Optimization exercise on an open flow, not production practice. RTL: at most simulated, not proved equivalent. Function not checked: run 7. Power: default activity.

==> flow/design.v <==
module ram_stream_buffer #(
  parameter int DATA_WIDTH = 128,
  parameter int ADDR_WIDTH = 8,
  parameter int ENT_NUM    = 16,
  parameter int CNT_WIDTH  = 5,
  parameter int BYTE_W     = 4
) (
  input  logic                    clk,
  input  logic                    rst_n,
  input  logic                    ctrl_vld,
  output logic                    ctrl_rdy,
  input  logic [ADDR_WIDTH-1:0]   ctrl_start_addr,
  input  logic [CNT_WIDTH-1:0]    ctrl_ent_num,
  input  logic                    ctrl_dir,
  input  logic [BYTE_W-1:0]       ctrl_start_byte,
  input  logic [BYTE_W-1:0]       ctrl_end_byte,
  output logic                    ram_read_vld,
  output logic [ADDR_WIDTH-1:0]   ram_read_addr,
  input  logic                    ram_read_rdy,
  input  logic                    ram_rsp_vld,
  input  logic [DATA_WIDTH-1:0]   ram_rsp_data,
  output logic                    mxu_vld,
  output logic [DATA_WIDTH-1:0]   mxu_data,
  output logic [DATA_WIDTH/8-1:0] mxu_byte_en,
  output logic                    mxu_last,
  input  logic                    mxu_rdy,
  output logic                    busy,
  output logic                    done
);
  localparam int NBYTES = DATA_WIDTH / 8;
  localparam int ARR_N  = ENT_NUM - 1;      
  localparam int PW     = $clog2(ENT_NUM + 1);
  logic                  act_v;
  logic [ADDR_WIDTH-1:0] act_addr;      
  logic                  act_dir;
  logic [CNT_WIDTH-1:0]  act_rem;       
  logic                  act_last;      
  logic                  slot_v;
  logic [ADDR_WIDTH-1:0] slot_addr;
  logic                  slot_dir;
  logic [CNT_WIDTH-1:0]  slot_num;
  logic                  rvld_q;
  logic [PW-1:0]         pend_q;        
  logic [PW-1:0]         outst_q;       
  logic                  outst_nz_q;
  logic                  fv;
  logic [BYTE_W-1:0]     f_sb, f_eb;
  logic [CNT_WIDTH-1:0]  f_left;        
  logic                  f_first, f_last;
  logic [BYTE_W-1:0]     q_sb  [2];
  logic [BYTE_W-1:0]     q_eb  [2];
  logic [CNT_WIDTH-1:0]  q_nm1 [2];
  logic                  q_wp, q_rp;
  logic                  q_ge1, q_ge2;  
  logic [DATA_WIDTH-1:0] arr [ARR_N];
  logic [ARR_N-1:0]      wptr_q, rptr_q;   
  logic [ARR_N-1:0]      wsel_q;           
  logic                  arr_ne_q;         
  logic                  arr_one;          
  logic                  head_v;
  logic [DATA_WIDTH-1:0] head_data;
  logic [NBYTES-1:0]     head_be;
  logic                  head_last;
  logic                  zpend_q;       
  logic                  done_q;
  logic                  ctrl_rdy_q, busy_q;
  logic accept, acc_zero, acc_real;
  assign accept   = ctrl_vld & ctrl_rdy_q;
  assign acc_zero = accept & (ctrl_ent_num == '0);
  assign acc_real = accept & (ctrl_ent_num != '0);
  logic fire, act_fin, act_free, act_load_slot, act_load_ctrl, act_v_d, slot_v_d;
  logic [PW-1:0] pend_d, outst_d;
  logic pop, push, hload;
  assign fire          = rvld_q & ram_read_rdy;
  assign act_fin       = fire & act_last;
  assign act_free      = ~act_v | act_fin;
  assign act_load_slot = act_free & slot_v;
  assign act_load_ctrl = act_free & acc_real;
  assign act_v_d       = act_load_slot | act_load_ctrl | (act_v & ~act_fin);
  assign slot_v_d      = (slot_v | acc_real) & ~act_free;
  assign pop     = head_v & mxu_rdy;
  always_comb begin
    case ({fire, pop})
      2'b10:   pend_d = pend_q + PW'(1);
      2'b01:   pend_d = pend_q - PW'(1);
      default: pend_d = pend_q;
    endcase
    case ({fire, push})
      2'b10:   outst_d = outst_q + PW'(1);
      2'b01:   outst_d = outst_q - PW'(1);
      default: outst_d = outst_q;
    endcase
  end
  assign arr_one = |(wptr_q & {rptr_q[ARR_N-2:0], rptr_q[ARR_N-1]});
  logic pend_ok_d, outst_nz_d, arr_ne_d;
  always_comb begin
    case ({fire, pop})
      2'b10:   pend_ok_d = (pend_q != PW'(ENT_NUM - 1));
      2'b01:   pend_ok_d = 1'b1;
      default: pend_ok_d = (pend_q != PW'(ENT_NUM));
    endcase
    case ({fire, push})
      2'b10:   outst_nz_d = 1'b1;
      2'b01:   outst_nz_d = (outst_q != PW'(1));
      default: outst_nz_d = outst_nz_q;
    endcase
    case ({push, hload})
      2'b10:   arr_ne_d = 1'b1;
      2'b01:   arr_ne_d = ~arr_one;
      default: arr_ne_d = arr_ne_q;
    endcase
  end
  assign push   = ram_rsp_vld & outst_nz_q;
  assign hload  = arr_ne_q & (~head_v | mxu_rdy);
  logic fpop, f_free, f_from_q, f_from_ctrl, q_push, fv_d;
  assign fpop        = hload & f_last;
  assign f_free      = ~fv | fpop;
  assign f_from_q    = f_free & q_ge1;
  assign f_from_ctrl = f_free & ~q_ge1 & acc_real;
  assign q_push      = acc_real & ~f_from_ctrl;
  assign fv_d        = f_from_q | f_from_ctrl | (fv & ~fpop);
  logic q_ge1_d, q_ge2_d;
  assign q_ge1_d = q_ge2 | (q_ge1 & ~f_from_q) | q_push;
  assign q_ge2_d = (q_ge2 & ~f_from_q) | (q_ge1 & q_push & ~f_from_q);
  logic [NBYTES-1:0] f_be;
  for (genvar b = 0; b < NBYTES; b++) begin : g_be
    assign f_be[b] = (!f_first || (BYTE_W'(b) >= f_sb)) &&
                     (!f_last  || (BYTE_W'(b) <= f_eb));
  end
  logic [DATA_WIDTH-1:0] arr_rd;
  always_comb begin
    arr_rd = '0;
    for (int i = 0; i < ARR_N; i++)
      arr_rd = arr_rd | (arr[i] & {DATA_WIDTH{rptr_q[i]}});
  end
  logic idle, zdone, zpend_d, rdy_d;
  assign idle    = ~fv & ~head_v;
  assign zdone   = idle & (zpend_q | acc_zero);
  assign zpend_d = (zpend_q | acc_zero) & ~idle;
  assign rdy_d   = ~slot_v_d & ~q_ge2_d & ~zpend_d;
  assign ctrl_rdy      = ctrl_rdy_q;
  assign busy          = busy_q;
  assign ram_read_vld  = rvld_q;
  assign ram_read_addr = act_addr;
  assign mxu_vld       = head_v;
  assign mxu_data      = head_data;
  assign mxu_byte_en   = head_be;
  assign mxu_last      = head_last;
  assign done          = done_q;
  always_ff @(posedge clk or negedge rst_n) begin
    if (!rst_n) begin
      act_v      <= 1'b0;
      slot_v     <= 1'b0;
      rvld_q     <= 1'b0;
      pend_q     <= '0;
      outst_q    <= '0;
      outst_nz_q <= 1'b0;
      fv         <= 1'b0;
      q_wp       <= 1'b0;
      q_rp       <= 1'b0;
      q_ge1      <= 1'b0;
      q_ge2      <= 1'b0;
      wptr_q     <= ARR_N'(1);
      wsel_q     <= '0;
      rptr_q     <= ARR_N'(1);
      arr_ne_q   <= 1'b0;
      head_v     <= 1'b0;
      zpend_q    <= 1'b0;
      done_q     <= 1'b0;
      ctrl_rdy_q <= 1'b1;
      busy_q     <= 1'b0;
    end else begin
      act_v      <= act_v_d;
      slot_v     <= slot_v_d;
      pend_q     <= pend_d;
      rvld_q     <= act_v_d & pend_ok_d;
      outst_q    <= outst_d;
      outst_nz_q <= outst_nz_d;
      if (q_push)   q_wp <= ~q_wp;
      if (f_from_q) q_rp <= ~q_rp;
      q_ge1 <= q_ge1_d;
      q_ge2 <= q_ge2_d;
      fv    <= fv_d;
      if (push)  wptr_q <= {wptr_q[ARR_N-2:0], wptr_q[ARR_N-1]};
      wsel_q <= (push ? {wptr_q[ARR_N-2:0], wptr_q[ARR_N-1]} : wptr_q) & {ARR_N{outst_nz_d}};
      if (hload) rptr_q <= {rptr_q[ARR_N-2:0], rptr_q[ARR_N-1]};
      arr_ne_q <= arr_ne_d;
      head_v   <= hload | (head_v & ~mxu_rdy);
      zpend_q    <= zpend_d;
      done_q     <= (pop & head_last) | zdone;
      ctrl_rdy_q <= rdy_d;
      busy_q     <= ~rdy_d;
    end
  end
  always_ff @(posedge clk) begin
    if (act_load_slot) begin
      act_addr <= slot_addr;
      act_dir  <= slot_dir;
      act_rem  <= slot_num;
      act_last <= (slot_num == CNT_WIDTH'(1));
    end else if (act_load_ctrl) begin
      act_addr <= ctrl_start_addr;
      act_dir  <= ctrl_dir;
      act_rem  <= ctrl_ent_num;
      act_last <= (ctrl_ent_num == CNT_WIDTH'(1));
    end else if (fire) begin
      act_addr <= act_dir ? act_addr - ADDR_WIDTH'(1) : act_addr + ADDR_WIDTH'(1);
      act_rem  <= act_rem - CNT_WIDTH'(1);
      act_last <= (act_rem == CNT_WIDTH'(2));
    end
    if (acc_real & ~act_free) begin
      slot_addr <= ctrl_start_addr;
      slot_dir  <= ctrl_dir;
      slot_num  <= ctrl_ent_num;
    end
    if (f_from_q) begin
      f_sb    <= q_sb[q_rp];
      f_eb    <= q_eb[q_rp];
      f_left  <= q_nm1[q_rp];
      f_last  <= (q_nm1[q_rp] == '0);
      f_first <= 1'b1;
    end else if (f_from_ctrl) begin
      f_sb    <= ctrl_start_byte;
      f_eb    <= ctrl_end_byte;
      f_left  <= ctrl_ent_num - CNT_WIDTH'(1);
      f_last  <= (ctrl_ent_num == CNT_WIDTH'(1));
      f_first <= 1'b1;
    end else if (hload) begin
      f_left  <= f_left - CNT_WIDTH'(1);
      f_last  <= (f_left == CNT_WIDTH'(1));
      f_first <= 1'b0;
    end
    if (hload) begin
      head_be   <= f_be;
      head_last <= f_last;
    end
  end
  always_ff @(posedge clk) begin
    if (q_push) begin
      q_sb[q_wp]  <= ctrl_start_byte;
      q_eb[q_wp]  <= ctrl_end_byte;
      q_nm1[q_wp] <= ctrl_ent_num - CNT_WIDTH'(1);
    end
  end
  always_ff @(posedge clk) begin
    head_data <= (arr_rd & {DATA_WIDTH{hload}}) | (head_data & {DATA_WIDTH{~hload}});
  end
  for (genvar i = 0; i < ARR_N; i++) begin : g_arr
    always_ff @(posedge clk) begin
      if (ram_rsp_vld & wsel_q[i]) arr[i] <= ram_rsp_data;
    end
  end
endmodule
==> flow/run.sh <==
#!/bin/bash
# synth_recipe.tcl (not shown) runs the flow's synth.tcl, then flattens the netlist and writes it again
# the make line also repeats each setting of config.mk as NAME=value (left out here)
make -C /OpenROAD-flow-scripts/flow DESIGN_CONFIG=/design/flow/config.mk WORK_HOME=/design/flow/orfs CLKGATE_MAP_FILE= SYNTH_SCRIPT=/design/flow/synth_recipe.tcl finish
==> flow/config.mk <==
export PLATFORM = sky130hd
export DESIGN_NAME = ram_stream_buffer
export DESIGN_NICKNAME = ram_stream_buffer
export VERILOG_FILES = /design/flow/design.v
export SDC_FILE = /design/flow/constraint.sdc
export NUM_CORES = 4
export LEC_CHECK = 0
export ABC_CLOCK_PERIOD_IN_PS = 2400
export CAP_MARGIN = 20
export CORE_MARGIN = 2
export CORE_UTILIZATION = 70
export CTS_CLUSTER_DIAMETER = 60
export CTS_CLUSTER_SIZE = 25
export SETUP_SLACK_MARGIN = 2.65
export SLEW_MARGIN = 20
==> flow/constraint.sdc <==
create_clock -name core_clock -period 5.0 [get_ports {clk}]
set_input_delay 1.0000 -clock core_clock [delete_from_list [all_inputs] [get_ports {clk}]]
set_output_delay 1.0000 -clock core_clock [all_outputs]
set_load 0.01 [all_outputs]
==> results of run 1 <==
==> registers in the layout, summed over array words and instances (netlist names), 8 cells and up, named ones only <==
name	flops
q_nm1	10
arr	1920
wptr_q	15
slot_addr	8
head_be	16
q_eb	8
wsel_q	15
act_addr	8
q_sb	8
rptr_q	15
==> cell type report <==
cell class                 instances  area (µm²)  area share (%)
antenna                           10       25.02         0.02818
sequential                      2205       65910           74.22
timing repair inverter             1       5.005        0.005635
clock inverter                    79       850.8          0.9580
tap                             1488        1862           2.096
clock buffer                     164        3709           4.176
multi-input combinational       1539       11870           13.36
timing repair buffer             474        4469           5.032
inverter                          29       112.6          0.1268
==> metrics by stage <==
stage	area (µm²)	power [W]	setup slack (ns)	hold WS, ns
floorplan	78660	0.02063	0.5064	0.4206
global route	88810	0.03325	2.485	0.3611
finish	88820	0.03254	2.532	0.3119
global placement	84190	0.02098	1.187	0.4357
detailed placement	84210	0.02099	1.085	0.4606
CTS	88480	0.03257	2.492	0.2966
==> layer usage <==
| metal | track usage, % | wire length (µm) | vias up |
|---|---|---|---|
| met3 | 7.369 | 28590 | 467 |
| met1 | 51.90 | 73520 | 22480 |
| li1 | - | - | 17770 |
| met4 | 12.31 | 7166 | 18 |
| met5 | 0 | 130 | - |
| met2 | 58.01 | 101500 | 3561 |
==> Yosys cell counts, types with 2 or more instances <==
master    count  area [µm²]
a31oi_1       7       43.79
mux2i_1      24       240.2
a22o_1      128        1121
o22ai_1       2       12.51
a21o_1        2       15.01
ha_1         23       287.8
nand4_1     129       807.0
buf_6         2       22.52
dfrtp_1      67        1677
nor2b_1      20       125.1
and3_1      132       825.8
nor3_1       11       55.05
nand2_1      49       183.9
fa_1          2       40.04
xnor2_1       9       78.83
mux2_2       31       349.1
buf_1        22       82.58
dfstp_2       3       78.83
nand3_1       7       35.03
a221oi_1    128        1121
buf_2        10       50.05
edfxtp_1   2134       64080
a211oi_1      5       37.54
inv_1        29       108.9
o211ai_1      2       15.01
nor2_1       36       135.1
xor2_1       12       105.1
a22oi_1     519        3896
a222oi_1    129        1291
o21a_1        7       52.55
clkbuf_1    213       799.5
mux2_4        2       30.03
nor4b_1       5       43.79
o31ai_1       2       15.01
or3_1         2       12.51
o21ai_0      33       165.2
a21oi_1      32       160.2
and2_1       19       118.9
nand2b_1      4       25.02
==> worst paths after layout <==
| check | to | cells past startpoint |
|---|---|---|
| worst max-delay path | mxu_data[127] | 1 |
| worst min-delay path | pend_q[0]$_DFFE_PN0P_ | 1 |
| max in group asynchronous | rptr_q[11]$_DFFE_PN0N_ | 2 |
| worst max register to register | flip-flop | 4 |
| min in group core_clock | outst_q[4]$_DFFE_PN0N_ | 1 |
| worst min register to register | outst_q[4]$_DFFE_PN0N_ | 1 |
==> worst reg2reg max path, cell delays in order (launching register included) <==
cell      delay, ns
dfrtp_4        0.77
buf_12         0.36
a22o_1         0.29
a221oi_1       0.36
nand4_1        0.29
==> cell usage in the layout, fill, tap and decap left out, types with 12 or more instances in the layout <==
cell type	count
dfrtp_1	52
inv_1	27
a22o_1	128
nand4_1	129
mux2_2	31
buf_4	92
buf_12	63
o21ai_0	33
inv_6	15
dfrtp_4	14
mux2i_1	24
clkinv_4	13
a22oi_1	519
a222oi_1	129
nand2_1	47
and3_1	132
clkbuf_1	17
clkdlybuf4s50_1	146
nor2b_1	20
ha_1	21
edfxtp_1	2134
xor2_1	12
a221oi_1	128
nor2_1	35
clkinvlp_4	13
and2_4	16
clkbuf_16	144
a21oi_1	32
buf_2	152
==> repair_timing <==
| action | CTS | global route |
|---|---|---|
| pin swaps | 9 | 2 |
| endpoints found under the setup margin | 2077 | 365 |
| cloned | 5 | 0 |
| setup buffers | 27 | 20 |
| gates resized for setup | 665 | 13 |
| hold buffers | 0 | 0 |
==> power by group <==
group          internal [W]  switching (W)
sequential           0.0202              0
clock               0.00590        0.00607
combinational      0.000111       0.000264
total                0.0262        0.00633
==> kinds of logic (layout without fill, tap and decap cells) <==
logic type	after synthesis	in the layout	share of synthesized area, %
buffers and inverters	276	747	1.353
and+or+nand+nor	425	429	3.164
AOI/OAI and AO/OA	1007	1007	10.24
other	0	10	0
xor gates and xnor gates	21	21	0.2341
DFF	2205	2205	83.80
adders and majority gates	25	25	0.4172
muxes	57	57	0.7881
==> results.txt, run 1 <==
- Status: timing/DRC/antenna clean
- Vias/cell: between 7 and 8
- First-pass GRT wire length: 300600 µm
- Global Route Usage Sum: 36.52%
- Initial drt markers: 7385
- IO Port Bufs: around 310
- DR WL/cell: 35.21 µm
- FILL cells: 5726
- Max VDD drop: ~0.00047 V
- Setup_tns: 0 ns
- Max-slew violations: 0
- Peak Freq: 405.2 MHz
- Final WL: 210900 µm
- P&R area growth vs syn: 13.02%
- Flop-to-flop setup slack: 2.62 ns
- Ports: 314
- Clock sinks: about 2200
- Number of synthesized flops with an enable pin: 2134
- Post-Syn Instances: 4016
- Crit path max-delay family: flip-flops
- Die width: about 340 µm
- Synth warnings: 2
- Largest net degree at the start of global routing: 73
- Nets@finish: between 4000 and 5000
- Clk root buf: clkbuf_16
- Vias in the first global route: 43400
- Initial antenna violation count: 19
- Crit path buffers/inverters: 1
- R2r startpoint: rptr_q[13]$_DFFE_PN0N_
- Clock latency on the worst-skew pair: approximately 0.77 ns
- Most used DFF post-synth: edfxtp_1
- Total CTS buffers: roughly 140
- Final Hold Violating Endpoints: 0
- Worst path max stage delay: 0.50 ns
- Final Core Density: between 80% and 90%
- Seq/Total Area, Yosys: between 80% and 90%
- Detail Placement HPWL: 107200 µm
- Worst EP arrival: ~1.5 ns
- Max-Cap Viols: 0
- Syn Area/Cell: 19.57 µm²
- Post-DRT Antenna Nets: 0
- Fin crit period: 2.468 ns
- Row cnt: 122
- Final setup vio count: 0
- Leakage power total: 28.38 nW
- Vias: 44290
- Tightest Pin Transition: about 0.89 ns
- Placed Instances: 5684
- Layout Cells excl Fill: ~6000
- CP endpoint kind: output pin
- Syn_nets: around 4200
- Drt drc: 0
- Worst Path Max Fanout: 1
- Library cells used by synthesis: 62
- Seq cells post-synth: 2205
- Initial Utilization: about 70%
- Final period util: 49.35%
- Critical Path Start Type: flip-flop
- # H-tree levels: 4
- CTS tree: built
- Worst-path clk slew: roughly 0.090 ns
- Die Area: 115000 µm²
- FFs w/ async S/R, synth: 3.175%
- Slew headroom: 40.35%
- Crit path max-delay cell type: edfxtp_1
- CP Class: flip-flop to output pin
- HP Class: input port to asynchronous set/reset pin
- CP Data Required Time: 4.00 ns
- Pre-Repair DR Iteration Count: 6
- Area of the mapped netlist: 78590 µm²
- Clock Path Buffers: 3
- Final Wtd Congestion: 0.8259
- RSZ-0062 raised after global routing: yes
- Core area: roughly 110000 µm²
- Die Y: 339.1 µm
- PD cells: approximately 370 nW/µm²
- Layout cell share with drive strength beyond 1: between 10 and 15%
- Cell breakdown of the critical path: buf_2
- Congestion Overflow GR: 0
- Clock Skew: 0.02626 ns
Testbench counts, summed over its fixed seeds: cycles 6,083.
==> run 2: changes to the inputs <==
--- a/flow/config.mk
+++ b/flow/config.mk
@@ -5,11 +5,12 @@
 export SDC_FILE = /design/flow/constraint.sdc
 export NUM_CORES = 4
 export LEC_CHECK = 0
+export ABC_AREA = 1
 export ABC_CLOCK_PERIOD_IN_PS = 2400
 export CAP_MARGIN = 20
 export CORE_MARGIN = 2
 export CORE_UTILIZATION = 70
 export CTS_CLUSTER_DIAMETER = 60
 export CTS_CLUSTER_SIZE = 25
-export SETUP_SLACK_MARGIN = 2.65
+export SETUP_SLACK_MARGIN = 2.6
 export SLEW_MARGIN = 20
==> results.txt, run 2 <==
- Status: timing/DRC/antenna clean
- Core area: approximately 110000 µm²
- Vias in the first global route: 45560
- Depth of the worst register-to-register path: 5
- Max reg flops: 1920
- FILL cells: 6353
- HP Class: input port to asynchronous set/reset pin
- Worst path max stage delay: 0.52 ns
- Final WL: 204200 µm
- Layout cell share with drive strength beyond 1: 9.496%
- Max-slew violations: 0
- Ports: 314
- Max VDD drop: 0.0003743 V
- Die width: 344.5 µm
- Crit path buffers/inverters: 1
- Setup_tns: 0 ns
- Synth top area share: 78.95%
- Area of the mapped netlist: 81160 µm²
- Number of synthesized flops with an enable pin: 2134
- Crit path to: mxu_data[119]
- Leakage power total: 30.86 nW
- FFs w/ async S/R, synth: 3.175%
- Worst EP arrival: 1.48 ns
- Placed Instances: approximately 7200
- P&R area growth vs syn: 11.93%
- Cell breakdown of the critical path: buf_2
- Seq/Total Area, Yosys: 81.14%
- First-pass GRT wire length: 295200 µm
- Most used DFF post-synth: edfxtp_1
- IO Port Bufs: between 300 and 400
- Post-Syn Instances: about 5500
- Synth warnings: 2
- Worst Path Max Fanout: 1
- Final Wtd Congestion: 0.8283
- Total CTS buffers: ~130
- Vias: approximately 47000
- Syn_nets: 5663
- Congestion Overflow GR: 0
- Critical Path Start Type: flip-flop
- Layout Cells excl Fill: ~7400
- Crit path max-delay family: flip-flops
- Row cnt: 124
- CP endpoint kind: output pin
- Seq cells post-synth: 2205
- Final setup vio count: 0
- Cell taking the most area after synthesis: edfxtp_1
- Crit path max-delay cell type: edfxtp_1
- Initial antenna violation count: 16
- Tightest Pin Transition: between 1 and 1.5 ns
- Max-Cap Viols: 0
- Nets@finish: 5987
- Slew headroom: 29.88%
- Final period util: 49.66%
- Most common library cells after synthesis: edfxtp_1, nand2_1, nand4_1, nand3_1, inv_1
- Initial drt markers: 5936
- Drt drc: 0
- CTS tree: built
- Reg with most FFs: arr
- Flop-to-flop setup slack: roughly 2.6 ns
- Vias/cell: around 6.4
- Post-DRT Antenna Nets: 0
- Fin crit period: 2.483 ns
- Global Route Usage Sum: about a third
- Clock sinks: 2205
- CP Class: flip-flop to output pin
- PnR worst setup slack: roughly 2.5 ns
- Top-count cell post-synth: edfxtp_1
- Peak Freq: 402.8 MHz
- R2r startpoint: rptr_q[5]$_DFFE_PN0N_
- Library cells used by synthesis: 50
- # hold bufs at CTS: 0
- Top cells by area, synth: edfxtp_1, nand2_1, dfrtp_1
- Most frequent cells in the layout: edfxtp_1, nand2_1, nand4_1, nand3_1, clkdlybuf4s50_1
- # H-tree levels: 4
- Clock Skew: 0.02291 ns
- Initial Utilization: a little over two thirds
- Clk root buf: clkbuf_16
- Worst-path clk slew: 0.09 ns
- Syn Area/Cell: between 10 and 15 µm²
- Largest regs: arr: 1920 flops, head_be: 16 flops
- Clock latency on the worst-skew pair: 0.77 ns
- RSZ-0062 raised after global routing: yes
- Clock Path Buffers: 3
- Most common cell after layout, fill and taps aside: edfxtp_1
- Pre-CTS setup slack: 0.9425 ns
- DR WL/cell: about 27 µm
- Die Y: 344.5 µm
- Die Area: 118700 µm²
- Largest net degree at the start of global routing: 129
- PD cells: roughly 480 nW/µm²
- Number of stages on the worst setup path: 1
- CP Data Required Time: 4.00 ns
- Final Hold Violating Endpoints: 0
- Pre-Repair DR Iteration Count: 6
- Detail Placement HPWL: 106400 µm
run 2: cell types whose count changed after synthesis, sizes merged, moves of 34 or more:
cell	change
buf	+107
clkbuf	-115
nand3	+159
nor2	+73
nand4	+119
nand2	+1824
a211oi	+68
and3	-129
a222oi	-129
a221oi	-34
inv	+116
a22oi	-518
run 2: final cells by class:
cell class                      count  area [µm²]  share of cell area, %
Sequential cell                  2205       65910                  72.55
Multi-Input combinational cell   2892       13810                  15.20
Timing Repair Buffer              424        3939                  4.336
Clock buffer                      144        3455                  3.803
Tap cell                         1512        1892                  2.082
Clock inverter                     94        1159                  1.275
Inverter                          146       643.1                 0.7079
Antenna cell                        9       22.52                0.02479
Timing Repair inverter              3       18.77                0.02066
run 2: what timing repair did:
| item | in CTS | in global routing |
|---|---|---|
| setup endpoints to repair | 2222 | 385 |
| gates resized for setup | 551 | 49 |
| gates cloned | 3 | 0 |
| buffers inserted | 11 | 7 |
| pin swaps | 0 | 2 |
run 2: layer usage:
metal | track usage, % | up-vias | wire, µm
li1 | - | 20620 | -
met1 | 49.08 | 23470 | 75770
met2 | 56.40 | 2974 | 99910
met3 | 5.451 | 415 | 22050
met4 | 10.37 | 16 | 6378
met5 | 0 | - | 108
run 2: stage by stage:
stage               hold WS [ns]  instance area [µm²]  utilization [%]  total power, W
detailed placement        0.4922                86470            75.42         0.03160
finish                    0.2753                90850            79.24         0.04323
global placement          0.4851                86470            75.42         0.03143
CTS                       0.2567                90810            79.21         0.04315
global route              0.2930                90830            79.22         0.04465
floorplan                 0.4634                81420                -         0.02734
run 2: worst min path at each step:
| stage | start | cells past startpoint | to |
|---|---|---|---|
| 2_1_floorplan | q_ge2$_DFF_PN0_ | 2 | q_ge1$_DFF_PN0_ |
| 3_3_place_gp | q_ge2$_DFF_PN0_ | 2 | q_ge1$_DFF_PN0_ |
| 3_5_place_dp | q_ge2$_DFF_PN0_ | 2 | q_ge1$_DFF_PN0_ |
| 4_1_cts | rst_n | 1 | pend_q[2]$_DFFE_PN0P_ |
| 5_1_grt | rst_n | 1 | outst_nz_q$_DFF_PN0_ |
| 6_report | rst_n | 1 | pend_q[2]$_DFFE_PN0P_ |
run 2: power by group:
part	switching, W	internal (W)	total [W]
Combinational	0.00543	0.00285	0.00827
Clock	0.00614	0.00609	0.0122
Sequential	0.00112	0.0216	0.0227
run 2: kinds of logic after synthesis:
kind of cell / after synthesis / synth area share [%]
AO/OA/AOI/OAI: 393 / 3.610
buffers and inverters: 385 / 2.044
flip-flops: 2205 / 81.14
adder cells (fa/ha/maj): 25 / 0.4039
XOR/XNOR: 18 / 0.1942
AND/OR/NAND/NOR: 2456 / 12.61
==> run 3: changes to the inputs <==
--- a/flow/config.mk
+++ b/flow/config.mk
@@ -5,11 +5,10 @@
 export SDC_FILE = /design/flow/constraint.sdc
 export NUM_CORES = 4
 export LEC_CHECK = 0
-export ABC_AREA = 1
 export ABC_CLOCK_PERIOD_IN_PS = 2400
 export CAP_MARGIN = 20
 export CORE_MARGIN = 2
-export CORE_UTILIZATION = 70
+export CORE_UTILIZATION = 80
 export CTS_CLUSTER_DIAMETER = 60
 export CTS_CLUSTER_SIZE = 25
 export SETUP_SLACK_MARGIN = 2.6
==> results.txt, run 3 <==
- Status: timing/DRC/antenna clean
- PD cells: 371.8 nW/µm²
- First-pass GRT wire length: between 300000 and 400000 µm
- Synth warnings: 2
- Final Wtd Congestion: 0.8412
- Largest regs: arr: 1920 flops, head_be: 16 flops
- Synth top area share: 81.54%
- P&R area growth vs syn: 12.61%
- Placed Area: 83770 µm²
- Die Y: 317.4 µm
- Crit path max-delay cell type: dfrtp_4
- Row cnt: approximately 110
- Clk root buf: clkbuf_16
- Max-slew violations: 0
- Final period util: 51.20%
- Clock Skew: 0.04724 ns
- Final WL: 246800 µm
- Largest net degree at the start of global routing: 77
- Syn_nets: 4197
- Max-Cap Viols: 0
- Max reg flops: 1920
- HP Class: input port to asynchronous set/reset pin
- Most frequent cells in the layout: edfxtp_1, a22oi_1, clkdlybuf4s50_1, buf_2, clkbuf_16
- Area of the mapped netlist: 78590 µm²
- Most common cell after layout, fill and taps aside: edfxtp_1
- Most used DFF post-synth: edfxtp_1
- Crit path buffers/inverters: 1
- Layout cell share with drive strength beyond 1: between 10 and 15%
- Crit path max-delay family: flip-flops
- Vias: about 48000
- Reg with most FFs: arr
- Critical Path Start Type: flip-flop
- Cell breakdown of the critical path: buf_4 -> a222oi_1 -> and3_1 -> nand4_1
- Final Hold Violating Endpoints: 0
- Library cells used by synthesis: 62
- Clock Path Buffers: 3
- Fin crit period: roughly 2.6 ns
- Initial antenna violation count: 27
- Die Area: 100800 µm²
- Final setup vio count: 0
- Slew headroom: 39.17%
- Worst path max stage delay: 0.78 ns
- Initial drt markers: around 11000
- Worst Path Max Fanout: 26
- Vias/cell: 8.364
- Top-count cell post-synth: edfxtp_1
- Max VDD drop: approximately 0.00042 V
- Clock sinks: between 2000 and 2500
- FFs w/ async S/R, synth: roughly 3.2%
- Pre-Repair DR Iteration Count: 9
- Cell taking the most area after synthesis: edfxtp_1
- CP endpoint kind: flip-flop
- Seq/Total Area, Yosys: 83.80%
- Die width: 317.4 µm
- Post-DRT Antenna Nets: 0
- IO Port Bufs: roughly 310
- Leakage power total: approximately 28 nW
- Post-layout instance area: a little under 90000 µm²
- Detail Placement HPWL: 111000 µm
- Setup_tns: 0 ns
- DR WL/cell: 42.68 µm
- Top cells by area, synth: edfxtp_1, a22oi_1, dfrtp_1
- Tightest Pin Transition: a little over 0.9 ns
- Clock latency on the worst-skew pair: 0.82 ns
- Syn Area/Cell: 19.57 µm²
- Peak Freq: 390.6 MHz
- Ports: 314
- Vias in the first global route: 48200
- Total CTS buffers: 130
- Hold_ws: 0.2175 ns
- Number of synthesized flops with an enable pin: 2134
- Worst EP arrival: 3.00 ns
- Initial Utilization: 81.02%
- Global Route Usage Sum: 48.13%
- Seq cells post-synth: 2205
- # H-tree levels: 4
- Post-Syn Instances: 4016
- CTS tree: built
- FILL cells: ~2800
- Congestion Overflow GR: 0
- Most common library cells after synthesis: edfxtp_1, a22oi_1, clkbuf_1, and3_1
- Core area: 96990 µm²
- CP Data Required Time: 5.44 ns
- CP Class: flip-flop to flip-flop
- Worst-path clk slew: around 0.11 ns
- RSZ-0062 raised after global routing: yes
- Nets@finish: 4562
- Drt drc: 0
==> run 3: changes by cell type after synthesis, sizes merged, moves of 116 or more <==
cell | previous run | this run
inv | 145 | 29
and3 | 3 | 132
a222oi | 0 | 129
nand3 | 166 | 7
nand4 | 248 | 129
a22oi | 1 | 519
nand2 | 1875 | 51
==> run 3: layout make-up <==
class / count / area [µm²] / area share (%)
flip-flops and latches: 2205 / 65910 / 74.48
multi-input cells: 1544 / 11920 / 13.46
repair buffers: 470 / 4447 / 5.025
clock buffers: 147 / 3466 / 3.916
well taps: 1276 / 1597 / 1.804
clock inverters: 82 / 964.7 / 1.090
inverters: 29 / 112.6 / 0.1272
diodes: 29 / 72.57 / 0.08200
repair inverters: 1 / 7.507 / 0.008483
==> run 3: power by group <==
part / switching, W / internal [W]
clock: 0.00648 / 0.00582
combinational: 0.000292 / 0.000111
sequential: 0 / 0.0202
total: 0.00677 / 0.0261
==> run 3: timing repair <==
action / CTS / global route
pin swaps: 14 / 6
endpoints found under the setup margin: 1888 / 339
hold buffers: 0 / 0
buffers inserted: 31 / 20
endpoints found under the hold margin: 0 / 0
cloned: 10 / 0
resized for setup: 650 / 35
==> run 3: through the flow <==
| step | setup WS [ns] | util [%] | cells | total power (W) |
|---|---|---|---|---|
| 6_report | 2.440 | 91.24 | 5783 | 0.03290 |
| 5_1_grt | 2.443 | 91.20 | 5770 | 0.03325 |
| 4_1_cts | 2.474 | 90.89 | 5734 | 0.03254 |
| 3_5_place_dp | 1.180 | 86.37 | 5464 | 0.02099 |
| 3_3_place_gp | 1.273 | 86.37 | 5464 | 0.02098 |
| 2_1_floorplan | 0.5064 | - | 4016 | 0.02063 |
==> run 3: kinds of logic (layout without fill, tap and decap cells) <==
| group | Yosys count | after routing | synth area share (%) |
|---|---|---|---|
| adder cells (fa/ha/maj) | 25 | 25 | 0.4172 |
| buffers and inverters | 276 | 729 | 1.353 |
| flip-flops | 2205 | 2205 | 83.80 |
| AO/OA/AOI/OAI | 1007 | 1007 | 10.24 |
| XOR/XNOR | 21 | 21 | 0.2341 |
| other | 0 | 29 | 0 |
| AND/OR/NAND/NOR | 425 | 434 | 3.164 |
| multiplexers | 57 | 57 | 0.7881 |
==> run 3: worst register-to-register path: stages, from the launching register on <==
cell      delay (ns)
dfrtp_4         0.78
buf_4           0.39
a222oi_1        0.47
and3_1          0.27
nand4_1         0.29
==> run 3: worst paths after layout <==
path	start	end	slack [ns]	cells after the start
max	rptr_q[10]$_DFFE_PN0N_	flip-flop	2.44	4
min	rst_n	wsel_q[9]$_DFF_PN0_	0.22	1
max reg2reg	rptr_q[10]$_DFFE_PN0N_	flip-flop	2.44	4
min reg2reg	outst_q[4]$_DFFE_PN0N_	outst_q[4]$_DFFE_PN0N_	0.48	1
max in group asynchronous	rst_n	rptr_q[10]$_DFFE_PN0N_	3.93	2
min in group core_clock	outst_q[4]$_DFFE_PN0N_	outst_q[4]$_DFFE_PN0N_	0.48	1
==> run 3: layer usage <==
metal	up-vias	GRT usage [%]	wire length (µm)
met5	-	0	140
met4	22	32.07	19900
met3	1360	14.19	43320
met2	6220	73.53	114100
met1	23030	61.33	69380
li1	17740	-	-
==> run 4: changes to the inputs <==
--- a/flow/config.mk
+++ b/flow/config.mk
@@ -8,7 +8,7 @@
 export ABC_CLOCK_PERIOD_IN_PS = 2400
 export CAP_MARGIN = 20
 export CORE_MARGIN = 2
-export CORE_UTILIZATION = 80
+export CORE_UTILIZATION = 65
 export CTS_CLUSTER_DIAMETER = 60
 export CTS_CLUSTER_SIZE = 25
 export SETUP_SLACK_MARGIN = 2.6
==> results.txt, run 4 <==
- Post-DRT Antenna Nets: 0
- Clk network pwr share: 38.3%
- Largest regs: arr: 1920 flops, head_be: 16 flops
- Most common cell after layout, fill and taps aside: edfxtp_1
- Crit path buffers/inverters: 1
- Initial antenna violation count: 19
- Reg with most FFs: arr
- Syn Area/Cell: 19.57 µm²
- Largest net degree at the start of global routing: 64
- Final WL: approximately 210000 µm
- Slew headroom: between 40% and 50%
- Sequential power share: 60.5%
- CP Data Required Time: 5.41 ns
- Fin crit period: 2.434 ns
- Max VDD drop: 0.0004012 V
- CP Class: flip-flop to flip-flop
- Most frequent cells in the layout: edfxtp_1, a22oi_1, clkbuf_16, clkdlybuf4s50_1, and3_1
- Clk root buf: clkbuf_16
- Most used DFF post-synth: edfxtp_1
- Seq cells post-synth: around 2200
- Setup_tns: 0 ns
- Cell breakdown of the critical path: buf_6 -> a222oi_1 -> and3_1 -> nand4_1
- Die Area: 123700 µm²
- Switching power: 0.006470 W
- Ports: about 310
- HP Class: input port to asynchronous set/reset pin
- Final Core Density: 74.47%
- Total CTS buffers: 144
- Max reg flops: 1920
- Nets@finish: 4564
- Met2 routed WL: 100600 µm
- Area of the mapped netlist: between 70000 and 80000 µm²
- Met3 Wirelength: 23130 µm
- Syn_nets: approximately 4200
- Pint: 0.02690 W
- Synth top area share: 81.54%
- FILL cells: 7018
- Worst EP arrival: around 2.8 ns
- Number of synthesized flops with an enable pin: 2134
- Tightest Pin Transition: roughly 0.87 ns
- Worst Path Max Fanout: 28
- P&R area growth vs syn: 13.69%
- Clock Path Buffers: 3
- Max-slew violations: 0
- Final setup vio count: 0
- First-pass GRT wire length: 292900 µm
- Initial Utilization: 65.50%
- Clock sinks: 2205
- Crit path max-delay family: flip-flops
- Area of the multi-input gates: 11840 µm²
- # H-tree levels: 4
- CTS tree: built
- Pre-Repair DR Iteration Count: 8
- Drt drc: 0
- FFs w/ async S/R, synth: 3.175%
- Top-count cell post-synth: edfxtp_1
- Worst path max stage delay: 0.67 ns
- Critical Path Start Type: flip-flop
- Worst-path clk slew: ~0.080 ns
- Congestion Overflow GR: 0
- WL met1: between 70000 and 80000 µm
- CP endpoint kind: flip-flop
- DR WL/cell: 33.72 µm
- Synth warnings: 2
- Detail Placement HPWL: 106400 µm
- Vias in the first global route: roughly 42000
- PD cells: 373.5 nW/µm²
- Comb power frac: 1.1%
- Top cells by area, synth: edfxtp_1, a22oi_1, dfrtp_1
- Die width: between 300 and 400 µm
- Initial drt markers: 6699
- Sw Ratio: 19.39%
- Peak Freq: 410.8 MHz
- Global Route Usage Sum: about a third
- Cell taking the most area after synthesis: edfxtp_1
- Final Wtd Congestion: 0.8099
- Row cnt: approximately 130
- Library cells used by synthesis: between 60 and 70
- Leakage power total: about 28 nW
- Die Y: 351.7 µm
- Final period util: 48.69%
- FF+latch area: 65910 µm²
- Clock latency on the worst-skew pair: 0.77 ns
- Layout cell share with drive strength beyond 1: 13.99%
- Seq/Total Area, Yosys: 83.80%
- Core area: 120000 µm²
- Status: timing/DRC/antenna clean
- Final Hold Violating Endpoints: 0
- IO Port Bufs: between 300 and 400
- Crit path max-delay cell type: dfrtp_4
- Vias: 43070
- Vias/cell: 7.038
- RSZ-0062 raised after global routing: yes
- Most common library cells after synthesis: edfxtp_1, a22oi_1, clkbuf_1, and3_1
- Max-Cap Viols: 0
- Max Used Layer: met5
- Post-Syn Instances: ~4000
- Clock Skew: 0.03236 ns
==> run 4: cell counts after synthesis <==
Identical to the previous run, type by type.
==> run 4: area by class of cell <==
cell class	instances	area share (%)
inverters	29	0.1260
repair inverters	1	0.008403
flip-flops and latches	2205	73.78
repair buffers	464	4.914
clock inverters	88	1.175
clock buffers	172	4.460
well taps	1612	2.258
diodes	10	0.02801
multi-input cells	1538	13.25
==> run 4: path summary, 6_finish.rpt <==
path	startpoint	endpoint	slack, ns	cells past startpoint
hold reg to reg	q_ge2$_DFF_PN0_	q_ge1$_DFF_PN0_	0.46	2
hold / removal	rst_n	pend_q[2]$_DFFE_PN0P_	0.30	1
min in group core_clock	q_ge2$_DFF_PN0_	q_ge1$_DFF_PN0_	0.46	2
setup reg to reg	rptr_q[3]$_DFFE_PN0N_	flip-flop	2.57	4
setup / recovery	rptr_q[3]$_DFFE_PN0N_	flip-flop	2.57	4
max in group asynchronous	rst_n	rptr_q[4]$_DFFE_PN0N_	3.65	2
==> run 4: worst register-to-register path, cell delays in order, from the launching register on <==
cell,delay (ns)
dfrtp_4,0.67
buf_6,0.36
a222oi_1,0.47
and3_1,0.28
nand4_1,0.30
==> run 4: kinds of logic after synthesis <==
logic type	count (synthesis)	synth area share, %
DFF	2205	83.80
AOI/OAI and AO/OA	1007	10.24
and+or+nand+nor	425	3.164
buffers and inverters	276	1.353
muxes	57	0.7881
adders and majority gates	25	0.4172
xor gates and xnor gates	21	0.2341
==> run 4: power groups by stage <==
stage	Combinational, W	Clock [W]	Sequential, W
finish	0.000377	0.0128	0.0202
global route	0.000407	0.0135	0.0202
CTS	0.000373	0.0129	0.0202
detailed placement	0.000373	0	0.0206
global placement	0.000365	0	0.0206
floorplan	0.0000129	0	0.0206
==> run 4: through the flow <==
step	instances	worst slack, ns	hold slack [ns]	area, µm²	power, W
after floorplan	4016	0.5064	0.4206	78660	0.02063
after global placement	5811	1.172	0.4398	84320	0.02098
after detailed placement	5811	1.078	0.4482	84320	0.02099
after CTS	6103	2.553	0.2764	89460	0.03345
after global routing	6115	2.515	0.3217	89330	0.03410
final	6119	2.566	0.3044	89340	0.03337
==> run 4: metal layers <==
layer	up-vias	global-route usage, %
met2	2699	54.24
met4	14	9.079
met1	22310	47.62
met5	-	0
met3	318	6.435
li1	17730	-
==> run 4: what timing repair did <==
action | in CTS | in global routing
endpoints found under the setup margin | 2012 | 87
resized for setup | 543 | 59
buffers inserted | 27 | 6
cloned | 5 | 0
hold buffers | 0 | 0
pin swaps | 5 | 2
==> run 5: changes to the inputs <==
--- a/flow/design.v
+++ b/flow/design.v
@@ -63,9 +63,9 @@
   logic                  head_last;
   logic                  zpend_q;       
   logic                  done_q;
-  logic                  ctrl_rdy_q, busy_q;
+  logic                  busy_q;        
   logic accept, acc_zero, acc_real;
-  assign accept   = ctrl_vld & ctrl_rdy_q;
+  assign accept   = ctrl_vld & ~busy_q;
   assign acc_zero = accept & (ctrl_ent_num == '0);
   assign acc_real = accept & (ctrl_ent_num != '0);
   logic fire, act_fin, act_free, act_load_slot, act_load_ctrl, act_v_d, slot_v_d;
@@ -138,7 +138,7 @@
   assign zdone   = idle & (zpend_q | acc_zero);
   assign zpend_d = (zpend_q | acc_zero) & ~idle;
   assign rdy_d   = ~slot_v_d & ~q_ge2_d & ~zpend_d;
-  assign ctrl_rdy      = ctrl_rdy_q;
+  assign ctrl_rdy      = ~busy_q;
   assign busy          = busy_q;
   assign ram_read_vld  = rvld_q;
   assign ram_read_addr = act_addr;
@@ -167,7 +167,6 @@
       head_v     <= 1'b0;
       zpend_q    <= 1'b0;
       done_q     <= 1'b0;
-      ctrl_rdy_q <= 1'b1;
       busy_q     <= 1'b0;
     end else begin
       act_v      <= act_v_d;
@@ -188,7 +187,6 @@
       head_v   <= hload | (head_v & ~mxu_rdy);
       zpend_q    <= zpend_d;
       done_q     <= (pop & head_last) | zdone;
-      ctrl_rdy_q <= rdy_d;
       busy_q     <= ~rdy_d;
     end
   end
--- a/flow/config.mk
+++ b/flow/config.mk
@@ -8,8 +8,8 @@
 export ABC_CLOCK_PERIOD_IN_PS = 2400
 export CAP_MARGIN = 20
 export CORE_MARGIN = 2
-export CORE_UTILIZATION = 65
+export CORE_UTILIZATION = 70
 export CTS_CLUSTER_DIAMETER = 60
 export CTS_CLUSTER_SIZE = 25
-export SETUP_SLACK_MARGIN = 2.6
+export SETUP_SLACK_MARGIN = 2.65
 export SLEW_MARGIN = 20
==> results.txt, run 5 <==
- Status: timing/DRC/antenna clean
- Max-slew violations: 0
- Synth warnings: 2
- Syn Area/Cell: 19.61 µm²
- Post-layout instance area: 88710 µm²
- Slew headroom: 42.45%
- Library cells used by synthesis: 66
- Final WL: 206800 µm
- Number of synthesized flops with an enable pin: 2134
- CTS tree: built
- Layout cell share with drive strength beyond 1: 13.98%
- Crit path max-delay cell type: and2_4
- Clock latency on the worst-skew pair: 0.77 ns
- Worst-path clk slew: 0.08 ns
- Max-Cap Viols: 0
- Clock Path Buffers: 3
- Most common library cells after synthesis: edfxtp_1, a22oi_1, clkbuf_1, and3_1
- Top cells by area, synth: edfxtp_1, a22oi_1, dfrtp_1
- Most frequent cells in the layout: edfxtp_1, a22oi_1, buf_2, clkdlybuf4s50_1, clkbuf_16
- Initial antenna violation count: 16
- Post-DRT Antenna Nets: 0
- RSZ-0062 raised after global routing: yes
- First-pass GRT wire length: just under 300000 µm
- Setup_tns: 0 ns
- FILL cells: 5653
- CP Data Required Time: roughly 5.4 ns
- Tightest Pin Transition: 0.8633 ns
- PD cells: 397.8 nW/µm²
- Area of the mapped netlist: 78580 µm²
- Post-Syn Instances: around 4000
- Clock Skew: 0.03607 ns
- Nets@finish: 4535
- Largest net degree at the start of global routing: 89
- Placed Area: 83960 µm²
- Final setup vio count: 0
- P&R area growth vs syn: 12.89%
- Die Y: 339.1 µm
- Vias/cell: ~7.3
- IO Port Bufs: about 310
- FF+latch area: 65890 µm²
- Depth of the worst register-to-register path: 4
- Vias: between 40000 and 50000
- Worst path max stage delay: 0.75 ns
- Detail Placement HPWL: around 100000 µm
- Most common cell after layout, fill and taps aside: edfxtp_1
- Flop-to-flop setup slack: 2.64 ns
- Initial drt markers: 7069
- Final Wtd Congestion: 0.8249
- Die Area: 115000 µm²
- Critical Path Start Type: input port
- Cell taking the most area after synthesis: edfxtp_1
- Area of the multi-input gates: 11830 µm²
- Congestion Overflow GR: 0
- Fin crit period: about 2.5 ns
- Clock sinks: roughly 2200
- Cell breakdown of the critical path: clkdlybuf4s15_2 -> and2_4 -> buf_12
- Reg with most FFs: arr
- FFs w/ async S/R, synth: 3.131%
- DR WL/cell: 34.76 µm
- Top-count cell post-synth: edfxtp_1
- Final Hold Violating Endpoints: 0
- Row cnt: about 120
- Core area: 111000 µm²
- Seq cells post-synth: 2204
- CP endpoint kind: flip-flop
- Leakage power total: roughly 28 nW
- Worst EP arrival: 2.91 ns
- Global Route Usage Sum: 36.09%
- Drt drc: 0
- Largest regs: arr: 1920 flops, head_be: 16 flops
- Pre-Repair DR Iteration Count: 8
- Most used DFF post-synth: edfxtp_1
- HP Class: input port to asynchronous set/reset pin
- Crit path max-delay family: buffers and inverters
- Synth top area share: 81.55%
- Worst Path Max Fanout: 49
- Die width: 339.1 µm
- Crit path buffers/inverters: 2
- # hold bufs at CTS: 0
- Seq/Total Area, Yosys: 83.77%
- R2r startpoint: rptr_q[2]$_DFFE_PN0N_
- # H-tree levels: 4
- Final period util: 49.73%
- Total CTS buffers: roughly 140
- Max VDD drop: 0.0003793 V
- Syn_nets: 4188
- CP Class: input port to flip-flop
- Vias in the first global route: 42760
- Max reg flops: 1920
- Peak Freq: 402.2 MHz
- Clk root buf: clkbuf_16
- Initial Utilization: 70.81%
- Ports: 314
-- run 5: area by class of cell --
cell class                 instances  share of cell area [%]
multi-input combinational       1532                   13.33
tap                             1488                   2.099
antenna                            4                 0.01128
clock buffer                     151                   4.068
clock inverter                    90                   1.227
inverter                          28                  0.1227
timing repair buffer             452                   4.867
sequential                      2204                   74.27
-- run 5: worst max path at each step --
stage	endpoint	depth (start not counted)	slack, ns	from
2_1_floorplan	arr_ne_q$_DFFE_PN0P_	6	0.53	mxu_rdy
3_3_place_gp	arr[4][33]$_DFFE_PP_	3	1.28	ram_rsp_vld
3_5_place_dp	f_sb[2]$_DFFE_PP_	5	1.30	mxu_rdy
4_1_cts	mxu_data[86]	1	2.52	flip-flop
5_1_grt	ctrl_rdy	3	2.52	busy_q$_DFF_PN0_
6_report	arr[11][104]$_DFFE_PP_	3	2.51	ram_rsp_vld
-- run 5: through the flow --
step	total power [W]	hold WS (ns)	setup slack, ns	util (%)	instances
2_1_floorplan	0.02240	0.4277	0.5297	-	4007
3_3_place_gp	0.02329	0.4493	1.279	75.66	5654
3_5_place_dp	0.02333	0.4584	1.300	75.66	5654
4_1_cts	0.03525	0.4267	2.524	79.70	5925
5_1_grt	0.03624	0.2769	2.520	79.94	5947
6_report	0.03529	0.2421	2.514	79.94	5949
-- run 5: layer usage --
layer	GRT usage (%)	wire length (µm)	vias to the layer above
li1	-	-	17640
met1	52.06	74110	22100
met2	57.09	99120	3362
met3	7.526	27670	420
met4	10.58	5729	22
met5	0	151	-
-- run 5: logic make-up after synthesis --
| family | Yosys count | synth area share (%) |
|---|---|---|
| and+or+nand+nor | 419 | 3.137 |
| AOI/OAI and AO/OA | 1006 | 10.24 |
| buffers and inverters | 274 | 1.406 |
| DFF | 2204 | 83.77 |
| muxes | 57 | 0.7817 |
| xor gates and xnor gates | 22 | 0.2452 |
| adders and majority gates | 25 | 0.4172 |
-- run 5: power by group --
part | switching [W] | internal [W]
logic | 0.00117 | 0.000841
registers | 0.000292 | 0.0207
clock network | 0.00613 | 0.00621
-- run 5: repair_timing --
action / CTS / global route
resized for setup: 668 / 12
buffers inserted: 26 / 18
cloned: 4 / 2
pin swaps: 12 / 13
setup endpoints to repair: 1996 / 609
Testbench counts of run 5, summed over its fixed seeds: cycles 6,083.
==> run 6: changes to the inputs <==
--- a/flow/config.mk
+++ b/flow/config.mk
@@ -8,8 +8,8 @@
 export ABC_CLOCK_PERIOD_IN_PS = 2400
 export CAP_MARGIN = 20
 export CORE_MARGIN = 2
-export CORE_UTILIZATION = 70
+export CORE_UTILIZATION = 60
 export CTS_CLUSTER_DIAMETER = 60
 export CTS_CLUSTER_SIZE = 25
-export SETUP_SLACK_MARGIN = 2.65
+export SETUP_SLACK_MARGIN = 2.6
 export SLEW_MARGIN = 20
==> results.txt, run 6 <==
- Status: timing/DRC/antenna clean
- Compound-gate portion of the synthesized area: ~10%
- Pre-Repair DR Iteration Count: 8
- Vias: 43110
- Core area: approximately 130000 µm²
- Syn_nets: 4188
- CP endpoint kind: output pin
- Simple-Gate Fraction of Synth Area: 3.137%
- Placed Instances: 5926
- Post-Syn Instances: between 4000 and 5000
- Clock Path Buffers: 3
- Final period util: 50.11%
- Clock Skew: 0.04340 ns
- Crit path buffers/inverters: 1
- Top-count cell post-synth: edfxtp_1
- PD cells: 394.1 nW/µm²
- Die Y: about 370 µm
- Peak Freq: approximately 400 MHz
- Seq/Total Area, Yosys: between 80% and 90%
- Cell breakdown of the critical path: buf_6
- First-pass GRT wire length: 304500 µm
- Cell taking the most area after synthesis: edfxtp_1
- Slew headroom: 37.69%
- Met1 Track Usage GR: between 40% and 50%
- Initial Utilization: 60.54%
- Leakage power total: 28.05 nW
- Initial drt markers: 6187
- Post-Synth XOR/XNOR Area: 0.2452%
- GR Layer Usage met2: 50.10%
- Vias in the first global route: approximately 42000
- Ports: 314
- Switching power: 0.007778 W
- FFs w/ async S/R, synth: 3.131%
- Multiplexer share of the synthesized area: 0.7818%
- Most common cell after layout, fill and taps aside: edfxtp_1
- Max reg flops: approximately 1900
- Met3 usage: 6.648%
- Most used DFF post-synth: edfxtp_1
- Worst EP arrival: around 1.5 ns
- Clk root buf: clkbuf_16
- Sw Ratio: 22.18%
- RSZ-0062 raised after global routing: yes
- Syn Area/Cell: 19.61 µm²
- Final Wtd Congestion: 0.8100
- Number of synthesized flops with an enable pin: roughly 2100
- Clock sinks: 2204
- Global Route Usage Sum: a little under a third
- Largest family of logic cells by synthesized area: compound AO/OA/AOI/OAI gates
- IO Port Bufs: 313
- Final Hold Violating Endpoints: 0
- Library cells used by synthesis: 66
- Largest regs: arr: 1920 flops, head_be: 16 flops
- Sequential power share: 59.7%
- Vias/cell: 6.919
- Max VDD drop: 0.0003504 V
- Worst Path Max Fanout: 1
- Clock latency on the worst-skew pair: 0.80 ns
- Critical Path Start Type: flip-flop
- Pint: 0.02730 W
- Top cells by area, synth: edfxtp_1, a22oi_1, dfrtp_1
- Final WL: between 200000 and 250000 µm
- Pwr Total: 0.03507 W
- # hold bufs at CTS: 0
- Detail Placement HPWL: 109200 µm
- Synth Area in Adders: less than 1%
- Row cnt: ~130
- HP Class: input port to asynchronous set/reset pin
- Die width: 365.9 µm
- Reg with most FFs: arr
- Post-DRT Antenna Nets: 0
- Largest net degree at the start of global routing: slightly below 90
- Die Area: 133900 µm²
- Most frequent cells in the layout: edfxtp_1, a22oi_1, buf_2, clkdlybuf4s50_1, clkbuf_16
- DR WL/cell: 34.69 µm
- Final setup vio count: 0
- Crit path max-delay family: flip-flops
- Synth warnings: 2
- Max-slew violations: 0
- Congestion Overflow GR: 0
- Total CTS buffers: between 100 and 150
- Worst-path clk slew: approximately 0.08 ns
- # H-tree levels: 4
- Fin crit period: roughly 2.5 ns
- Comb power frac: 5.6%
- Layout cell share with drive strength beyond 1: 14.41%
- Clk network pwr share: 34.7%
- Area of the mapped netlist: 78580 µm²
- Tightest Pin Transition: 0.9347 ns
- Max-Cap Viols: 0
- Seq cells post-synth: 2204
- CTS tree: built
- P&R area growth vs syn: 13.24%
- CP Class: flip-flop to output pin
- Initial antenna violation count: 22
- Most common library cells after synthesis: edfxtp_1, a22oi_1, clkbuf_1, and3_1
- Synth top area share: 81.55%
- Nets@finish: 4555
- Setup_tns: 0 ns
- Crit path max-delay cell type: edfxtp_1
- Layout Cells excl Fill: ~6200
- Worst path max stage delay: 0.53 ns
- Gr busiest metal: met2
- Drt drc: 0
- CP Data Required Time: 4.00 ns
## run 6: cell counts after synthesis
No cell type changed its count.
## run 6: cell families (layout without fill, tap and decap cells)
group,count (synthesis),in the layout
AOI/OAI and AO/OA,1006,1006
xor gates and xnor gates,22,22
adders and majority gates,25,25
buffers and inverters,274,742
DFF,2204,2204
muxes,57,57
other,0,12
and+or+nand+nor,419,421
## run 6: worst paths after layout
path	end	start	slack, ns	cells past startpoint
max	mxu_data[3]	flip-flop	2.49	1
min	pend_q[3]$_DFFE_PN0P_	rst_n	0.17	1
max reg2reg	flip-flop	rptr_q[3]$_DFFE_PN0N_	2.64	4
min reg2reg	outst_q[4]$_DFFE_PN0N_	outst_q[4]$_DFFE_PN0N_	0.48	1
max in group asynchronous	rptr_q[5]$_DFFE_PN0N_	rst_n	3.77	2
min in group core_clock	outst_q[4]$_DFFE_PN0N_	outst_q[4]$_DFFE_PN0N_	0.48	1
## run 6: layer usage
metal  wire length, µm  up-vias
met1             83150    22500
met4              5887       16
met5               104        -
met2            103300     2582
li1                  -    17690
met3             23680      333
## run 6: cell type report
| class | count | area, µm² |
|---|---|---|
| diodes | 12 | 30.03 |
| clock buffers | 149 | 3621 |
| clock inverters | 97 | 988.4 |
| fillers | 8433 | 40830 |
| inverters | 28 | 108.9 |
| multi-input cells | 1531 | 11800 |
| flip-flops and latches | 2204 | 65890 |
| well taps | 1742 | 2180 |
| repair buffers | 468 | 4377 |
## run 6: power groups by stage
| stage | Sequential (W) | Combinational [W] | Clock [W] |
|---|---|---|---|
| 2_1_floorplan | 0.0213 | 0.00111 | 0 |
| 3_5_place_dp | 0.0214 | 0.00197 | 0 |
| 5_1_grt | 0.0210 | 0.00218 | 0.0129 |
| 4_1_cts | 0.0209 | 0.00192 | 0.0123 |
| 6_report | 0.0209 | 0.00195 | 0.0122 |
| 3_3_place_gp | 0.0214 | 0.00194 | 0 |
## run 6: metrics by stage
stage,worst slack [ns],area [µm²],utilization [%],hold WS [ns]
2_1_floorplan,0.5297,78650,-,0.4277
3_3_place_gp,1.249,84400,65.02,0.4471
3_5_place_dp,1.255,84400,65.02,0.4622
4_1_cts,2.350,88620,68.27,0.1459
5_1_grt,2.457,88980,68.54,0.1874
6_report,2.495,88990,68.55,0.1709
## run 6: timing repair
item,in CTS,in global routing
gates cloned,2,1
setup endpoints to repair,1996,78
pin swaps,7,3
gates resized for setup,653,16
buffers inserted,22,22
==> run 7: changes to the inputs <==
--- a/flow/design.v
+++ b/flow/design.v
@@ -28,7 +28,7 @@
   output logic                    done
 );
   localparam int NBYTES = DATA_WIDTH / 8;
-  localparam int ARR_N  = ENT_NUM - 1;      
+  localparam int ARR_N  = ENT_NUM;          
   localparam int PW     = $clog2(ENT_NUM + 1);
   logic                  act_v;
   logic [ADDR_WIDTH-1:0] act_addr;      
@@ -57,15 +57,15 @@
   logic [ARR_N-1:0]      wsel_q;           
   logic                  arr_ne_q;         
   logic                  arr_one;          
-  logic                  head_v;
-  logic [DATA_WIDTH-1:0] head_data;
+  logic                  head_v;           
+  logic [DATA_WIDTH-1:0] head_data;        
   logic [NBYTES-1:0]     head_be;
   logic                  head_last;
   logic                  zpend_q;       
   logic                  done_q;
-  logic                  busy_q;        
+  logic                  ctrl_rdy_q, busy_q;
   logic accept, acc_zero, acc_real;
-  assign accept   = ctrl_vld & ~busy_q;
+  assign accept   = ctrl_vld & ctrl_rdy_q;
   assign acc_zero = accept & (ctrl_ent_num == '0);
   assign acc_real = accept & (ctrl_ent_num != '0);
   logic fire, act_fin, act_free, act_load_slot, act_load_ctrl, act_v_d, slot_v_d;
@@ -91,7 +91,7 @@
       default: outst_d = outst_q;
     endcase
   end
-  assign arr_one = |(wptr_q & {rptr_q[ARR_N-2:0], rptr_q[ARR_N-1]});
+  assign arr_one = arr_ne_q & |(wptr_q & {rptr_q[ARR_N-2:0], rptr_q[ARR_N-1]});
   logic pend_ok_d, outst_nz_d, arr_ne_d;
   always_comb begin
     case ({fire, pop})
@@ -104,14 +104,16 @@
       2'b01:   outst_nz_d = (outst_q != PW'(1));
       default: outst_nz_d = outst_nz_q;
     endcase
-    case ({push, hload})
+    case ({push, pop})
       2'b10:   arr_ne_d = 1'b1;
       2'b01:   arr_ne_d = ~arr_one;
       default: arr_ne_d = arr_ne_q;
     endcase
   end
   assign push   = ram_rsp_vld & outst_nz_q;
-  assign hload  = arr_ne_q & (~head_v | mxu_rdy);
+  logic head_v_d;
+  assign head_v_d = arr_ne_q & ~(arr_one & pop);
+  assign hload    = head_v_d & (~head_v | mxu_rdy);
   logic fpop, f_free, f_from_q, f_from_ctrl, q_push, fv_d;
   assign fpop        = hload & f_last;
   assign f_free      = ~fv | fpop;
@@ -127,18 +129,20 @@
     assign f_be[b] = (!f_first || (BYTE_W'(b) >= f_sb)) &&
                      (!f_last  || (BYTE_W'(b) <= f_eb));
   end
+  logic [ARR_N-1:0]      rsel;
   logic [DATA_WIDTH-1:0] arr_rd;
+  assign rsel = pop ? {rptr_q[ARR_N-2:0], rptr_q[ARR_N-1]} : rptr_q;
   always_comb begin
     arr_rd = '0;
     for (int i = 0; i < ARR_N; i++)
-      arr_rd = arr_rd | (arr[i] & {DATA_WIDTH{rptr_q[i]}});
+      arr_rd = arr_rd | (arr[i] & {DATA_WIDTH{rsel[i]}});
   end
   logic idle, zdone, zpend_d, rdy_d;
   assign idle    = ~fv & ~head_v;
   assign zdone   = idle & (zpend_q | acc_zero);
   assign zpend_d = (zpend_q | acc_zero) & ~idle;
   assign rdy_d   = ~slot_v_d & ~q_ge2_d & ~zpend_d;
-  assign ctrl_rdy      = ~busy_q;
+  assign ctrl_rdy      = ctrl_rdy_q;
   assign busy          = busy_q;
   assign ram_read_vld  = rvld_q;
   assign ram_read_addr = act_addr;
@@ -167,6 +171,7 @@
       head_v     <= 1'b0;
       zpend_q    <= 1'b0;
       done_q     <= 1'b0;
+      ctrl_rdy_q <= 1'b1;
       busy_q     <= 1'b0;
     end else begin
       act_v      <= act_v_d;
@@ -182,11 +187,12 @@
       fv    <= fv_d;
       if (push)  wptr_q <= {wptr_q[ARR_N-2:0], wptr_q[ARR_N-1]};
       wsel_q <= (push ? {wptr_q[ARR_N-2:0], wptr_q[ARR_N-1]} : wptr_q) & {ARR_N{outst_nz_d}};
-      if (hload) rptr_q <= {rptr_q[ARR_N-2:0], rptr_q[ARR_N-1]};
+      if (pop)   rptr_q <= {rptr_q[ARR_N-2:0], rptr_q[ARR_N-1]};
       arr_ne_q <= arr_ne_d;
-      head_v   <= hload | (head_v & ~mxu_rdy);
+      head_v   <= head_v_d;
       zpend_q    <= zpend_d;
       done_q     <= (pop & head_last) | zdone;
+      ctrl_rdy_q <= rdy_d;
       busy_q     <= ~rdy_d;
     end
   end
@@ -241,7 +247,7 @@
     end
   end
   always_ff @(posedge clk) begin
-    head_data <= (arr_rd & {DATA_WIDTH{hload}}) | (head_data & {DATA_WIDTH{~hload}});
+    head_data <= arr_rd;
   end
   for (genvar i = 0; i < ARR_N; i++) begin : g_arr
     always_ff @(posedge clk) begin
==> flow/config.mk (replaced) <==
export PLATFORM = sky130hd
export DESIGN_NAME = ram_stream_buffer
export DESIGN_NICKNAME = ram_stream_buffer
export VERILOG_FILES = /design/flow/design.v
export SDC_FILE = /design/flow/constraint.sdc
export NUM_CORES = 4
export LEC_CHECK = 0
export ABC_CLOCK_PERIOD_IN_PS = 2250
export CAP_MARGIN = 20
export CORE_MARGIN = 2
export CORE_UTILIZATION = 70
export CTS_CLUSTER_DIAMETER = 60
export CTS_CLUSTER_SIZE = 25
export SETUP_SLACK_MARGIN = 2.75
export SLEW_MARGIN = 20
==> results.txt, run 7 <==
- CP Data Required Time: 5.48 ns
- R2r startpoint: head_v$_DFF_PN0_
- IO Port Bufs: ~310
- Clk root buf: clkbuf_16
- Slew headroom: 30.39%
- Synth top area share: 77.98%
- Library cells used by synthesis: 55
- Final Hold Violating Endpoints: 0
- Cell breakdown of the critical path: buf_12 -> nand2_8 -> buf_4 -> mux2_8 -> buf_4 -> a221oi_2 -> nand4_1
- Final setup vio count: 0
- Worst Path Max Fanout: 7
- First-pass GRT wire length: roughly 400000 µm
- Clock Skew: 0.05173 ns
- CTS tree: built
- FFs w/ async S/R, synth: 3.125%
- Max-slew violations: 0
- Clock Path Buffers: 3
- Largest net degree at the start of global routing: roughly 100
- Post-Syn Instances: a little over 4000
- Status: timing/DRC/antenna clean
- Ports: around 310
- Reg with most FFs: arr
- Vias in the first global route: about 50000
- Detail Placement HPWL: 108400 µm
- Vias/cell: 8.577
- Worst EP arrival: 3.49 ns
- Gr busiest metal: met2
- CP Class: flip-flop to flip-flop
- DR WL/cell: about 50 µm
- Seq/Total Area, Yosys: 83.35%
- Syn Area/Cell: around 20 µm²
- Leakage power total: 34.40 nW
- Flop-to-flop setup slack: 1.99 ns
- Placed Instances: 5862
- Max VDD drop: 0.0004092 V
- Syn_nets: 4339
- Die Area: between 100000 and 150000 µm²
- Initial antenna violation count: 61
- Initial drt markers: 12290
- Critical Path Start Type: flip-flop
- Met3 usage: ~21%
- Clock sinks: ~2300
- Max reg flops: a little over 2000
- Post-layout instance area: roughly 100000 µm²
- Core area: 116400 µm²
- Critical Path Most Common Cell: buf_4
- Worst path max stage delay: around 0.53 ns
- Most common cell after layout, fill and taps aside: edfxtp_1
- Vias: 56490
- Seq cells post-synth: 2336
- Die width: roughly 350 µm
- Crit path buffers/inverters: 3
- Most frequent cells in the layout: edfxtp_1, a22o_1, a221oi_2, buf_4, clkbuf_16
- Most used DFF post-synth: edfxtp_1
- Cell taking the most area after synthesis: edfxtp_1
- Top-count cell post-synth: edfxtp_1
- Initial Utilization: between 70% and 80%
- RSZ-0062 raised after global routing: yes
- Placed Area: roughly 89000 µm²
- Final period util: 60.26%
- CP endpoint kind: flip-flop
- Clock latency on the worst-skew pair: 0.84 ns
- Setup_tns: 0 ns
- GR Layer Usage met2: 70.05%
- Most common library cells after synthesis: edfxtp_1, a221oi_1, a22o_1, clkbuf_1, dfxtp_1
- Crit path max-delay cell type: mux2_8
- Tightest Pin Transition: 1.044 ns
- Peak Freq: 331.9 MHz
- Fin crit period: ~3 ns
- Pwr Total: 0.03757 W
- Met1 Track Usage GR: 62.31%
- Nets@finish: between 5000 and 6000
- Final Core Density: approximately nine tenths
- Row cnt: 125
- Largest regs: arr: 2048 flops, head_data: 128 flops
- Layout cell share with drive strength beyond 1: between 30% and 40%
- P&R area growth vs syn: 25.52%
- Post-DRT Antenna Nets: 0
- Area of the mapped netlist: about 80000 µm²
- Max-Cap Viols: 0
- Final Wtd Congestion: 0.7965
- HP Class: input port to asynchronous set/reset pin
- Number of stages on the worst setup path: 7
- R2R Path End: head_data[125]$_DFF_P_
- Final WL: 334600 µm
- Global Route Usage Sum: 49.51%
- Number of synthesized flops with an enable pin: 2134
- Pre-Repair DR Iteration Count: 19
- Crit path to: head_data[125]$_DFF_P_
- # hold bufs at CTS: 0
- PD cells: roughly 360 nW/µm²
- CP Launch Point: head_v$_DFF_PN0_
- Synth warnings: 2
- Worst-path clk slew: 0.09 ns
- Layout Cells excl Fill: 6587
- Congestion Overflow GR: 0
- Top cells by area, synth: edfxtp_1, a221oi_1, a22o_1
- Depth of the worst register-to-register path: 7
- Drt drc: 0
- # H-tree levels: 4
- Total CTS buffers: 139
- Crit path max-delay family: buffers and inverters
- Die Y: ~350 µm
run 7: cell count changes in the layout (fill, tap and decap cells not counted), sizes merged, moves of 17 or more:
cell,delta
diode,+50
a221oi,+388
mux2,+89
a22o,+388
a22oi,-519
buf,+240
clkbuf,+36
a21oi,+17
a222oi,-127
and3,-126
dfxtp,+128
run 7: cell type report:
| cell class | count | area [µm²] |
|---|---|---|
| repair buffers | 735 | 9433 |
| clock buffers | 166 | 3790 |
| diodes | 62 | 155.1 |
| clock inverters | 93 | 1054 |
| flip-flops and latches | 2336 | 68800 |
| inverters | 29 | 147.6 |
| fillers | 3991 | 13210 |
| multi-input cells | 1642 | 17870 |
| well taps | 1524 | 1907 |
run 7: through the flow:
stage / worst slack, ns / hold slack (ns)
2_1_floorplan: 2.516 / 0.4285
6_report: 1.987 / 0.3391
4_1_cts: 2.520 / 0.3721
5_1_grt: 2.087 / 0.4437
3_5_place_dp: 1.036 / 0.4455
3_3_place_gp: 1.038 / 0.4375
run 7: worst min-delay path by stage:
stage                    start                   to  slack [ns]  cells past startpoint
4_1_cts                  rst_n  wsel_q[6]$_DFF_PN0_        0.37                      1
3_3_place_gp   q_ge2$_DFF_PN0_      q_ge1$_DFF_PN0_        0.44                      1
6_report                 rst_n  wptr_q[1]$_DFF_PN0_        0.34                      1
3_5_place_dp   q_ge2$_DFF_PN0_      q_ge1$_DFF_PN0_        0.45                      1
5_1_grt                  rst_n  rptr_q[6]$_DFF_PN0_        0.44                      1
2_1_floorplan  q_ge2$_DFF_PN0_      q_ge1$_DFF_PN0_        0.43                      1
run 7: repair_timing:
action	4_1_cts	5_1_grt
hold endpoints to repair	0	0
endpoints found under the setup margin	2375	358
cloned	133	28
gates resized for setup	1274	221
setup buffers	166	77
pin swaps	97	153
run 7: power by group:
group	internal [W]	leakage (nW)	switching (W)
clock network	0.00637	2.34	0.00711
logic	0.000945	10.8	0.00129
registers	0.0216	21.2	0.000265
total	0.0289	34.4	0.00866
run 7: worst register-to-register path, stage by stage, from the launching register on:
cell	delay [ns]
dfrtp_4	0.51
buf_12	0.15
nand2_8	0.14
buf_4	0.26
mux2_8	0.54
buf_4	0.26
a221oi_2	0.33
nand4_1	0.49
run 7: metal layers:
metal  wire length, µm  part of all wire, %  up-vias
li1                  -                    -    19390
met1             91730                   27    26990
met2            137600                   41     7559
met3             67670                   20     2499
met4             36600                   11       56
met5               957                 0.29        -
run 7: kinds of logic (layout without fill, tap and decap cells):
| group | count (synthesis) | in the layout | share of synthesized area [%] |
|---|---|---|---|
| flops | 2336 | 2336 | 83.35 |
| compound gates | 1154 | 1155 | 11.89 |
| simple gates | 291 | 302 | 1.963 |
| buf+inv | 279 | 1023 | 1.471 |
| mux | 46 | 133 | 0.6395 |
| xor+xnor | 27 | 27 | 0.2878 |
| fa+ha+maj | 25 | 25 | 0.3989 |
| other cells | 0 | 62 | 0 |
